From an optimization exercise on the open Yosys and OpenROAD flow, aimed at small area; shortcuts taken in it are not production practice. RTL that was checked went through simulation tests only; none was proved equivalent to the original. Power figures rest on the tool's default switching activity, not on a simulated workload.

Setup of job 101:
Design lidar_scan_top, start of the top module:
module lidar_scan_top (
    input  logic        clk,
    input  logic        TxD_reset,
    input  logic [7:0]  data,
    input  logic        take_data,
    output logic [15:0] min_angle,
    output logic [15:0] max_angle,
    output logic [15:0] obs_alert,
    output logic        result_valid
);
For scale: ~780 cells after synthesis, ~210 flip-flops, ~60 I/O pins, about 9300 sq um of cells after synthesis.
export LEC_CHECK = 0
export CAP_MARGIN = 20
export CORE_MARGIN = 2
export CORE_UTILIZATION = 40
export SLEW_MARGIN = 20
create_clock -name core_clock -period 8.0 [get_ports {clk}]
standard.sh (not shown) runs the stock make flow with config.mk's settings and CLKGATE_MAP_FILE= SYNTH_SCRIPT=/design/flow/synth_recipe.tcl, a recipe that flattens the netlist after the stock synthesis.
==> flow/flow/run.sh <==
#!/bin/bash
set -euo pipefail
cd "$(dirname "$0")/.."
WORK=$PWD
export AREA_ABC_SCRIPT=$WORK/flow/area.abc
export BUFFER_PORTS_ARGS="-buffer_cell sky130_fd_sc_hd__buf_1"
export CTS_ARGS="-sink_clustering_enable -repair_clock_nets -dont_use_dummy_load -buf_list sky130_fd_sc_hd__clkbuf_4 -sink_clustering_size 10 -sink_clustering_max_diameter 60"
sed "s#$WORK/synth_recipe.tcl#$WORK/flow/synth_area.tcl#g" standard.sh > area_standard.sh
grep -q "flow/synth_area.tcl" area_standard.sh
bash area_standard.sh > standard_flow.log 2>&1
==> flow/flow/area.abc <==
strash
&get -n
&deepsyn -T 20
&put
dch -f
map -a
topo
==> flow/flow/synth_area.tcl <==
proc synth {args} { yosys synth -nofsm -noshare {*}$args }
proc abc {args} {
  set i [lsearch -exact $args -script]
  if {$i >= 0} { set args [lreplace $args [expr {$i + 1}] [expr {$i + 1}] $::env(AREA_ABC_SCRIPT)] }
  yosys abc {*}$args
}
source $::env(SCRIPTS_DIR)/synth.tcl
# left out here: clear keep_hierarchy, flatten, clean up, hide names made inside functions, write 1_2_yosys.v
Input-level comparison between job 105 and job 101:
--- a/flow/design.v
+++ b/flow/design.v
@@ -1,23 +1,23 @@
 package lidar_pkg;
     localparam logic [7:0] HEADER_FIRST  = 8'h55;
     localparam logic [7:0] HEADER_SECOND = 8'hAA;
-    localparam logic [3:0] ST_HUNT1 = 4'b0000;
-    localparam logic [3:0] ST_HUNT2 = 4'b0001;
-    localparam logic [3:0] ST_COUNT = 4'b0011;
-    localparam logic [3:0] ST_S_LO  = 4'b0010;
-    localparam logic [3:0] ST_S_HI  = 4'b0110;
-    localparam logic [3:0] ST_E_LO  = 4'b0111;
-    localparam logic [3:0] ST_E_HI  = 4'b0101;
-    localparam logic [3:0] ST_D_LO  = 4'b0100;
-    localparam logic [3:0] ST_D_HI  = 4'b1100;
+    localparam logic [3:0] ST_HUNT1 = 4'd0;
+    localparam logic [3:0] ST_HUNT2 = 4'd1;
+    localparam logic [3:0] ST_COUNT = 4'd2;
+    localparam logic [3:0] ST_S_LO  = 4'd3;
+    localparam logic [3:0] ST_S_HI  = 4'd4;
+    localparam logic [3:0] ST_E_LO  = 4'd5;
+    localparam logic [3:0] ST_E_HI  = 4'd6;
+    localparam logic [3:0] ST_D_LO  = 4'd7;
+    localparam logic [3:0] ST_D_HI  = 4'd8;
 endpackage
 `timescale 1ns/1ns
 module lidar_scan_top (
     input  logic        clk,
     input  logic        TxD_reset,
     input  logic [7:0]  data,
     input  logic        take_data,
     output logic [15:0] min_angle,
     output logic [15:0] max_angle,
     output logic [15:0] obs_alert,
     output logic        result_valid
@@ -51,29 +51,24 @@
         end else if (take_data) begin
             case (state)
                 lidar_pkg::ST_HUNT1:
                     if (data == lidar_pkg::HEADER_FIRST) state <= lidar_pkg::ST_HUNT2;
                 lidar_pkg::ST_HUNT2:
                     if (data == lidar_pkg::HEADER_SECOND) state <= lidar_pkg::ST_COUNT;
                     else if (data != lidar_pkg::HEADER_FIRST) state <= lidar_pkg::ST_HUNT1;
                 lidar_pkg::ST_COUNT:
                     state <= count_ok ? lidar_pkg::ST_S_LO : lidar_pkg::ST_HUNT1;
                 lidar_pkg::ST_D_HI:
                     state <= last ? lidar_pkg::ST_HUNT1 : lidar_pkg::ST_D_LO;
-                lidar_pkg::ST_S_LO: state <= lidar_pkg::ST_S_HI;
-                lidar_pkg::ST_S_HI: state <= lidar_pkg::ST_E_LO;
-                lidar_pkg::ST_E_LO: state <= lidar_pkg::ST_E_HI;
-                lidar_pkg::ST_E_HI: state <= lidar_pkg::ST_D_LO;
-                lidar_pkg::ST_D_LO: state <= lidar_pkg::ST_D_HI;
                 default:
-                    state <= lidar_pkg::ST_HUNT1;
+                    state <= state + 4'd1;
             endcase
         end
     end
     always_ff @(posedge clk) begin
         if (take_data) begin
             low_byte <= data;
             if (at_count) count <= data;
             if (at_s_hi) start_angle <= word;
             if (at_e_hi) span <= span_nx;
             if (at_d_hi) idx <= idx_inc;
             else if (state != lidar_pkg::ST_D_LO) idx <= 8'd0;
Job 105 against job 101: number of fillers in the final layout dropped 67, power went up by 9.6%, met1 routing resource usage after global routing was more or less identical, die area increased 0.54%, clock-buffer cell count rose by about 4%.
Post-synthesis cell type count of job 105 falls short of that of job 101 by a few percent.
On setup slack of the worst register-to-register path, job 105 does worse than job 101.
Compared with job 101, in job 105 routed wire length on met3 has increased; number of clock buffers inserted by TritonCTS has increased; time the worst path needs with I/O delays and setup has increased; total wirelength of the detailed-routed design has decreased.

== build 66 ==
The RTL this note starts from:
==> flow/design.v <==
package lidar_pkg;
    localparam logic [7:0] HEADER_FIRST  = 8'h55;
    localparam logic [7:0] HEADER_SECOND = 8'hAA;
    localparam logic [3:0] ST_HUNT1 = 4'b0000;
    localparam logic [3:0] ST_HUNT2 = 4'b0001;
    localparam logic [3:0] ST_COUNT = 4'b0011;
    localparam logic [3:0] ST_S_LO  = 4'b0010;
    localparam logic [3:0] ST_S_HI  = 4'b0110;
    localparam logic [3:0] ST_E_LO  = 4'b0111;
    localparam logic [3:0] ST_E_HI  = 4'b0101;
    localparam logic [3:0] ST_D_LO  = 4'b0100;
    localparam logic [3:0] ST_D_HI  = 4'b1100;
endpackage
`timescale 1ns/1ns
module lidar_scan_top (
    input  logic        clk,
    input  logic        TxD_reset,
    input  logic [7:0]  data,
    input  logic        take_data,
    output logic [15:0] min_angle,
    output logic [15:0] max_angle,
    output logic [15:0] obs_alert,
    output logic        result_valid
);
    logic [3:0]  state;
    logic [7:0]  low_byte;
    logic [7:0]  count;        
    logic [7:0]  idx;          
    logic [15:0] start_angle;
    logic [15:0] span;
    logic        take;
    logic [15:0] word;
    logic [15:0] span_nx;
    logic [7:0]  idx_inc;
    logic        last;
    logic        at_count, at_s_hi, at_e_hi, at_d_hi;
    logic        count_ok;
    assign take     = take_data & ~TxD_reset;
    assign word     = {data, low_byte};
    rc_inc #(8) u_idx_inc (.a(idx), .ci(1'b1), .s(idx_inc), .co());
    assign last     = (idx_inc == count);
    assign at_count = (state == lidar_pkg::ST_COUNT);
    assign at_s_hi  = (state == lidar_pkg::ST_S_HI);
    assign at_e_hi  = (state == lidar_pkg::ST_E_HI);
    assign at_d_hi  = (state == lidar_pkg::ST_D_HI);
    assign count_ok = (data[7:1] != 7'd0);
    rc_add #(16) u_span (.a(word), .b(~start_angle), .ci(1'b1), .s(span_nx), .co());
    always_ff @(posedge clk) begin
        if (TxD_reset) begin
            state <= lidar_pkg::ST_HUNT1;
        end else if (take_data) begin
            case (state)
                lidar_pkg::ST_HUNT1:
                    if (data == lidar_pkg::HEADER_FIRST) state <= lidar_pkg::ST_HUNT2;
                lidar_pkg::ST_HUNT2:
                    if (data == lidar_pkg::HEADER_SECOND) state <= lidar_pkg::ST_COUNT;
                    else if (data != lidar_pkg::HEADER_FIRST) state <= lidar_pkg::ST_HUNT1;
                lidar_pkg::ST_COUNT:
                    state <= count_ok ? lidar_pkg::ST_S_LO : lidar_pkg::ST_HUNT1;
                lidar_pkg::ST_D_HI:
                    state <= last ? lidar_pkg::ST_HUNT1 : lidar_pkg::ST_D_LO;
                lidar_pkg::ST_S_LO: state <= lidar_pkg::ST_S_HI;
                lidar_pkg::ST_S_HI: state <= lidar_pkg::ST_E_LO;
                lidar_pkg::ST_E_LO: state <= lidar_pkg::ST_E_HI;
                lidar_pkg::ST_E_HI: state <= lidar_pkg::ST_D_LO;
                lidar_pkg::ST_D_LO: state <= lidar_pkg::ST_D_HI;
                default:
                    state <= lidar_pkg::ST_HUNT1;
            endcase
        end
    end
    always_ff @(posedge clk) begin
        if (take_data) begin
            low_byte <= data;
            if (at_count) count <= data;
            if (at_s_hi) start_angle <= word;
            if (at_e_hi) span <= span_nx;
            if (at_d_hi) idx <= idx_inc;
            else if (state != lidar_pkg::ST_D_LO) idx <= 8'd0;
        end
    end
    logic [15:0] min_dist, max_dist;
    logic [7:0]  min_idx, max_idx;
    logic [7:0]  min_idx_nx, max_idx_nx;
    logic        nonzero, first, upd_min, upd_max, sample;
    assign sample     = take & at_d_hi;
    assign nonzero    = (word != 16'd0);
    assign first      = (idx == 8'd0);
    logic        ge_min, le_max;
    rc_carry #(16) u_cmp_min (.a(word), .b(~min_dist), .ci(1'b1), .co(ge_min));
    rc_carry #(16) u_cmp_max (.a(max_dist), .b(~word), .ci(1'b1), .co(le_max));
    assign upd_min    = first | (nonzero & ~ge_min);
    assign upd_max    = first | (nonzero & ~le_max);
    assign min_idx_nx = upd_min ? idx : min_idx;
    assign max_idx_nx = upd_max ? idx : max_idx;
    always_ff @(posedge clk) begin
        if (sample) begin
            if (upd_min) begin
                min_dist <= word | {16{~nonzero}};
                min_idx  <= idx;
            end
            if (upd_max) begin
                max_dist <= word;
                max_idx  <= idx;
            end
        end
    end
    logic [1:0] pend;
    always_ff @(posedge clk) begin
        if (TxD_reset) begin
            pend      <= 2'b00;
            obs_alert <= 16'd0;
        end else begin
            if (pend == 2'b01) obs_alert <= 16'd0;
            else if (pend[1]) obs_alert <= {pend[0], obs_alert[15:1]};
            pend <= 2'b00;
            if (take & at_count & count_ok) pend <= 2'b01;
            else if (sample & nonzero & (idx[7:4] == 4'd0))
                pend <= {1'b1, (word[15:7] == 9'd0)};
        end
    end
    logic [47:0] w;
    logic [7:0]  divisor;
    logic [15:0] base;
    logic        busy;
    logic [5:0]  step;
    logic [5:0]  step_inc;
    logic        done_pkt;
    logic        m_mul, m_div, m_add;      
    logic        bit_a, bit_b;             
    logic        nxt_a, nxt_b;
    logic [16:0] lo_a;                     
    logic [7:0]  inc_a;                    
    logic [8:0]  dif_a;                    
    logic        fits;
    logic [16:0] lo_b;                     
    logic [6:0]  inc_b;
    logic        b16, cy16;
    assign done_pkt = sample & last;
    rc_inc #(6) u_step_inc (.a(step), .ci(1'b1), .s(step_inc), .co());
    assign nxt_a = done_pkt ? max_idx_nx[6] : (step_inc[5:3] == 3'd0) & max_idx[~step_inc[2:0]];
    assign nxt_b = done_pkt ? min_idx_nx[6] : (step_inc[5:3] == 3'd0) & min_idx[~step_inc[2:0]];
    rc_add #(16) u_lo_a (.a({w[38:24], ~m_mul & w[23]}), .b(bit_a ? span : 16'd0), .ci(1'b0),
                         .s(lo_a[15:0]), .co(lo_a[16]));
    rc_inc #(8) u_inc_a (.a(w[46:39]), .ci(lo_a[16]), .s(inc_a), .co());
    rc_add #(8) u_dif_a (.a(w[46:39]), .b(~divisor), .ci(1'b1), .s(dif_a[7:0]), .co(dif_a[8]));
    assign fits  = m_div & (w[47] | dif_a[8]);
    rc_add #(16) u_lo_b (.a({w[14:0], 1'b0}),
                         .b((bit_b ? span : 16'd0) | (m_add ? {base[14:0], 1'b0} : 16'd0)),
                         .ci(1'b0), .s(lo_b[15:0]), .co(lo_b[16]));
    rc_inc #(7) u_inc_b (.a(w[22:16]), .ci(cy16), .s(inc_b), .co());
    assign b16  = w[15] ^ (m_add & base[15]) ^ lo_b[16];
    assign cy16 = ~m_add & w[15] & lo_b[16];
    always_ff @(posedge clk) begin
        w[47:41] <= fits ? dif_a[7:1] : inc_a[7:1];
        w[23:17] <= inc_b;
        bit_a    <= nxt_a;
        bit_b    <= nxt_b;
        m_mul    <= done_pkt | (step_inc[5:3] == 3'd0);
        m_div    <= ~done_pkt & ((step_inc[5:3] == 3'd1) | (step_inc[5:3] == 3'd2) |
                                 (step_inc[5:3] == 3'd4) | (step_inc[5:3] == 3'd5));
        m_add    <= ~done_pkt & ((step_inc == 6'd24) | (step_inc == 6'd48));
        if (done_pkt) begin
            w[40]    <= 1'b0;
            w[39:24] <= max_idx_nx[7] ? span : 16'd0;
            w[16]    <= 1'b0;
            w[15:0]  <= min_idx_nx[7] ? span : 16'd0;
            divisor  <= idx;
            base     <= start_angle;
            step     <= 6'd1;
        end else begin
            w[40]    <= fits ? dif_a[0] : inc_a[0];
            w[39:24] <= lo_a[15:0];
            w[16]    <= b16;
            w[15:0]  <= {lo_b[15:1], lo_b[0] | fits};
            step     <= step_inc;
        end
    end
    always_ff @(posedge clk) begin
        if (TxD_reset) begin
            busy         <= 1'b0;
        end else begin
            if (done_pkt) busy <= 1'b1;
            else if (step == 6'd49) busy <= 1'b0;
        end
    end
    assign result_valid = busy & (step == 6'd49);
    assign max_angle = w[40:25];
    assign min_angle = w[16:1];
endmodule
module rc_add #(parameter int W = 8) (
    input  logic [W-1:0] a,
    input  logic [W-1:0] b,
    input  logic         ci,
    output logic [W-1:0] s,
    output logic         co
);
    logic [W:0] c;
    assign c[0] = ci;
    for (genvar i = 0; i < W; i++) begin : g_bit
        assign s[i]   = a[i] ^ b[i] ^ c[i];
        assign c[i+1] = (a[i] & b[i]) | (c[i] & (a[i] ^ b[i]));
    end
    assign co = c[W];
endmodule
module rc_carry #(parameter int W = 8) (
    input  logic [W-1:0] a,
    input  logic [W-1:0] b,
    input  logic         ci,
    output logic         co
);
    logic [W:0] c;
    assign c[0] = ci;
    for (genvar i = 0; i < W; i++) begin : g_bit
        assign c[i+1] = (a[i] & b[i]) | (c[i] & (a[i] | b[i]));
    end
    assign co = c[W];
endmodule
module rc_inc #(parameter int W = 8) (
    input  logic [W-1:0] a,
    input  logic         ci,
    output logic [W-1:0] s,
    output logic         co
);
    logic [W:0] c;
    assign c[0] = ci;
    for (genvar i = 0; i < W; i++) begin : g_bit
        assign s[i]   = a[i] ^ c[i];
        assign c[i+1] = a[i] & c[i];
    end
    assign co = c[W];
endmodule
clock: 8.0 ns
lec_check: 0
cap_margin: 20
core_margin: 2
core_utilization: 40
slew_margin: 20
Scripts as last shown in full above: flow/flow/run.sh, flow/flow/area.abc, flow/flow/synth_area.tcl
### build 66 -> build 57
-- flow/design.v --
<<< build 66, line 2
    localparam logic [7:0] HEADER_FIRST  = 8'h55;
    localparam logic [7:0] HEADER_SECOND = 8'hAA;
    localparam logic [3:0] ST_HUNT1 = 4'b0000;
    localparam logic [3:0] ST_HUNT2 = 4'b0001;
    localparam logic [3:0] ST_COUNT = 4'b0011;
    localparam logic [3:0] ST_S_LO  = 4'b0010;
    localparam logic [3:0] ST_S_HI  = 4'b0110;
    localparam logic [3:0] ST_E_LO  = 4'b0111;
    localparam logic [3:0] ST_E_HI  = 4'b0101;
    localparam logic [3:0] ST_D_LO  = 4'b0100;
    localparam logic [3:0] ST_D_HI  = 4'b1100;
endpackage
`timescale 1ns/1ns
>>> build 57, line 2
    localparam logic [7:0] HEADER_FIRST  = 8'h55;
    localparam logic [7:0] HEADER_SECOND = 8'hAA;
    localparam logic [3:0] ST_HUNT1 = 4'd0;
    localparam logic [3:0] ST_HUNT2 = 4'd1;
    localparam logic [3:0] ST_COUNT = 4'd2;
    localparam logic [3:0] ST_S_LO  = 4'd3;
    localparam logic [3:0] ST_S_HI  = 4'd4;
    localparam logic [3:0] ST_E_LO  = 4'd5;
    localparam logic [3:0] ST_E_HI  = 4'd6;
    localparam logic [3:0] ST_D_LO  = 4'd7;
    localparam logic [3:0] ST_D_HI  = 4'd8;
endpackage
`timescale 1ns/1ns
<<< build 66, line 60
                lidar_pkg::ST_D_HI:
                    state <= last ? lidar_pkg::ST_HUNT1 : lidar_pkg::ST_D_LO;
                lidar_pkg::ST_S_LO: state <= lidar_pkg::ST_S_HI;
                lidar_pkg::ST_S_HI: state <= lidar_pkg::ST_E_LO;
                lidar_pkg::ST_E_LO: state <= lidar_pkg::ST_E_HI;
                lidar_pkg::ST_E_HI: state <= lidar_pkg::ST_D_LO;
                lidar_pkg::ST_D_LO: state <= lidar_pkg::ST_D_HI;
                default:
                    state <= lidar_pkg::ST_HUNT1;
            endcase
        end
>>> build 57, line 60
                lidar_pkg::ST_D_HI:
                    state <= last ? lidar_pkg::ST_HUNT1 : lidar_pkg::ST_D_LO;
                default:
                    state <= state + 4'd1;
            endcase
        end
<<< build 66, line 141
    assign nxt_a = done_pkt ? max_idx_nx[6] : (step_inc[5:3] == 3'd0) & max_idx[~step_inc[2:0]];
    assign nxt_b = done_pkt ? min_idx_nx[6] : (step_inc[5:3] == 3'd0) & min_idx[~step_inc[2:0]];
    rc_add #(16) u_lo_a (.a({w[38:24], ~m_mul & w[23]}), .b(bit_a ? span : 16'd0), .ci(1'b0),
                         .s(lo_a[15:0]), .co(lo_a[16]));
    rc_inc #(8) u_inc_a (.a(w[46:39]), .ci(lo_a[16]), .s(inc_a), .co());
>>> build 57, line 136
    assign nxt_a = done_pkt ? max_idx_nx[6] : (step_inc[5:3] == 3'd0) & max_idx[~step_inc[2:0]];
    assign nxt_b = done_pkt ? min_idx_nx[6] : (step_inc[5:3] == 3'd0) & min_idx[~step_inc[2:0]];
    rc_add #(16) u_lo_a (.a({w[38:24], 1'b0}), .b(bit_a ? span : 16'd0), .ci(1'b0),
                         .s(lo_a[15:0]), .co(lo_a[16]));
    rc_inc #(8) u_inc_a (.a(w[46:39]), .ci(lo_a[16]), .s(inc_a), .co());
<<< build 66, line 171
        end else begin
            w[40]    <= fits ? dif_a[0] : inc_a[0];
            w[39:24] <= lo_a[15:0];
            w[16]    <= b16;
            w[15:0]  <= {lo_b[15:1], lo_b[0] | fits};
>>> build 57, line 166
        end else begin
            w[40]    <= fits ? dif_a[0] : inc_a[0];
            w[39:24] <= {lo_a[15:1], lo_a[0] | (~m_mul & w[23])};
            w[16]    <= b16;
            w[15:0]  <= {lo_b[15:1], lo_b[0] | fits};
Notes after the runs:
The run showing the greater number of multi-input logic gates is build 57.
For the power share of the combinational group, build 57 came in 5.4 points higher than build 66 did.
The estimated power of build 57 ends up higher than the estimate for build 66.
In the flow results for build 57 and build 66, the wire length on met2 is larger on build 66.
Comparing build 57 and build 66, the higher last weighted congestion value of the routability-driven placer was measured on build 66.
Build 57 against build 66: cell area after placement saw an increase; multi-input gate share of total cell area went up by 0.25 points.
Starting utilization of the core area essentially unchanged between build 66 and build 57.
Diff build 66 -> build 57 | summed area of non-filler cells in the final layout | increase of 0.39%
Build 57 vs. build 66: summed instance area of the synthesized netlist grew by about 0.5%, sum of routed wire length over all layers shrank by 3.2%, via count grew by 1.3%, sequential share of layout area shrank by 0.21 points.
The RTL of build 66 was laid out without a check of its function.

[separate check: timing with driven ports]
Ports are ideal in the flow. The routed layouts listed here were re-timed in OpenROAD.
Step 1 (the two cells are an assumption about what drives the block):
set clk [get_ports {clk}]
set_driving_cell -lib_cell sky130_fd_sc_hd__clkbuf_16 $clk
set_driving_cell -lib_cell sky130_fd_sc_hd__buf_2 [delete_from_list [all_inputs] $clk]
Step 2 moves the port delays by t, midway between the first and last clock arrival at a register: inputs arrive t later, outputs are due t later. That takes back most of the time a late clock gives input paths.
Slacks: ideal ports / drivers / drivers and shift; pairs: ideal ports / drivers.
run | shift t [ns] | slack for setup (ns) | hold WS [ns] | latest minus earliest clock arrival (ns) | slew at the worst register clock pin (ns)
job 101 | 0.675 | 0.379 / 0.379 / 0.379 | 0.431 / 0.431 / 0.431 | 0.047 / 0.048 | 0.12 / 0.12
job 105 | 0.651 | 0.359 / 0.359 / 0.359 | 0.445 / 0.445 / 0.445 | 0.038 / 0.038 | 0.11 / 0.11
build 66 | 0.651 | 0.319 / 0.319 / 0.319 | 0.430 / 0.430 / 0.430 | 0.062 / 0.063 | 0.12 / 0.12
build 57 | 0.651 | 0.359 / 0.359 / 0.359 | 0.445 / 0.445 / 0.445 | 0.038 / 0.038 | 0.11 / 0.11
After both steps setup and hold are still met in every run listed.
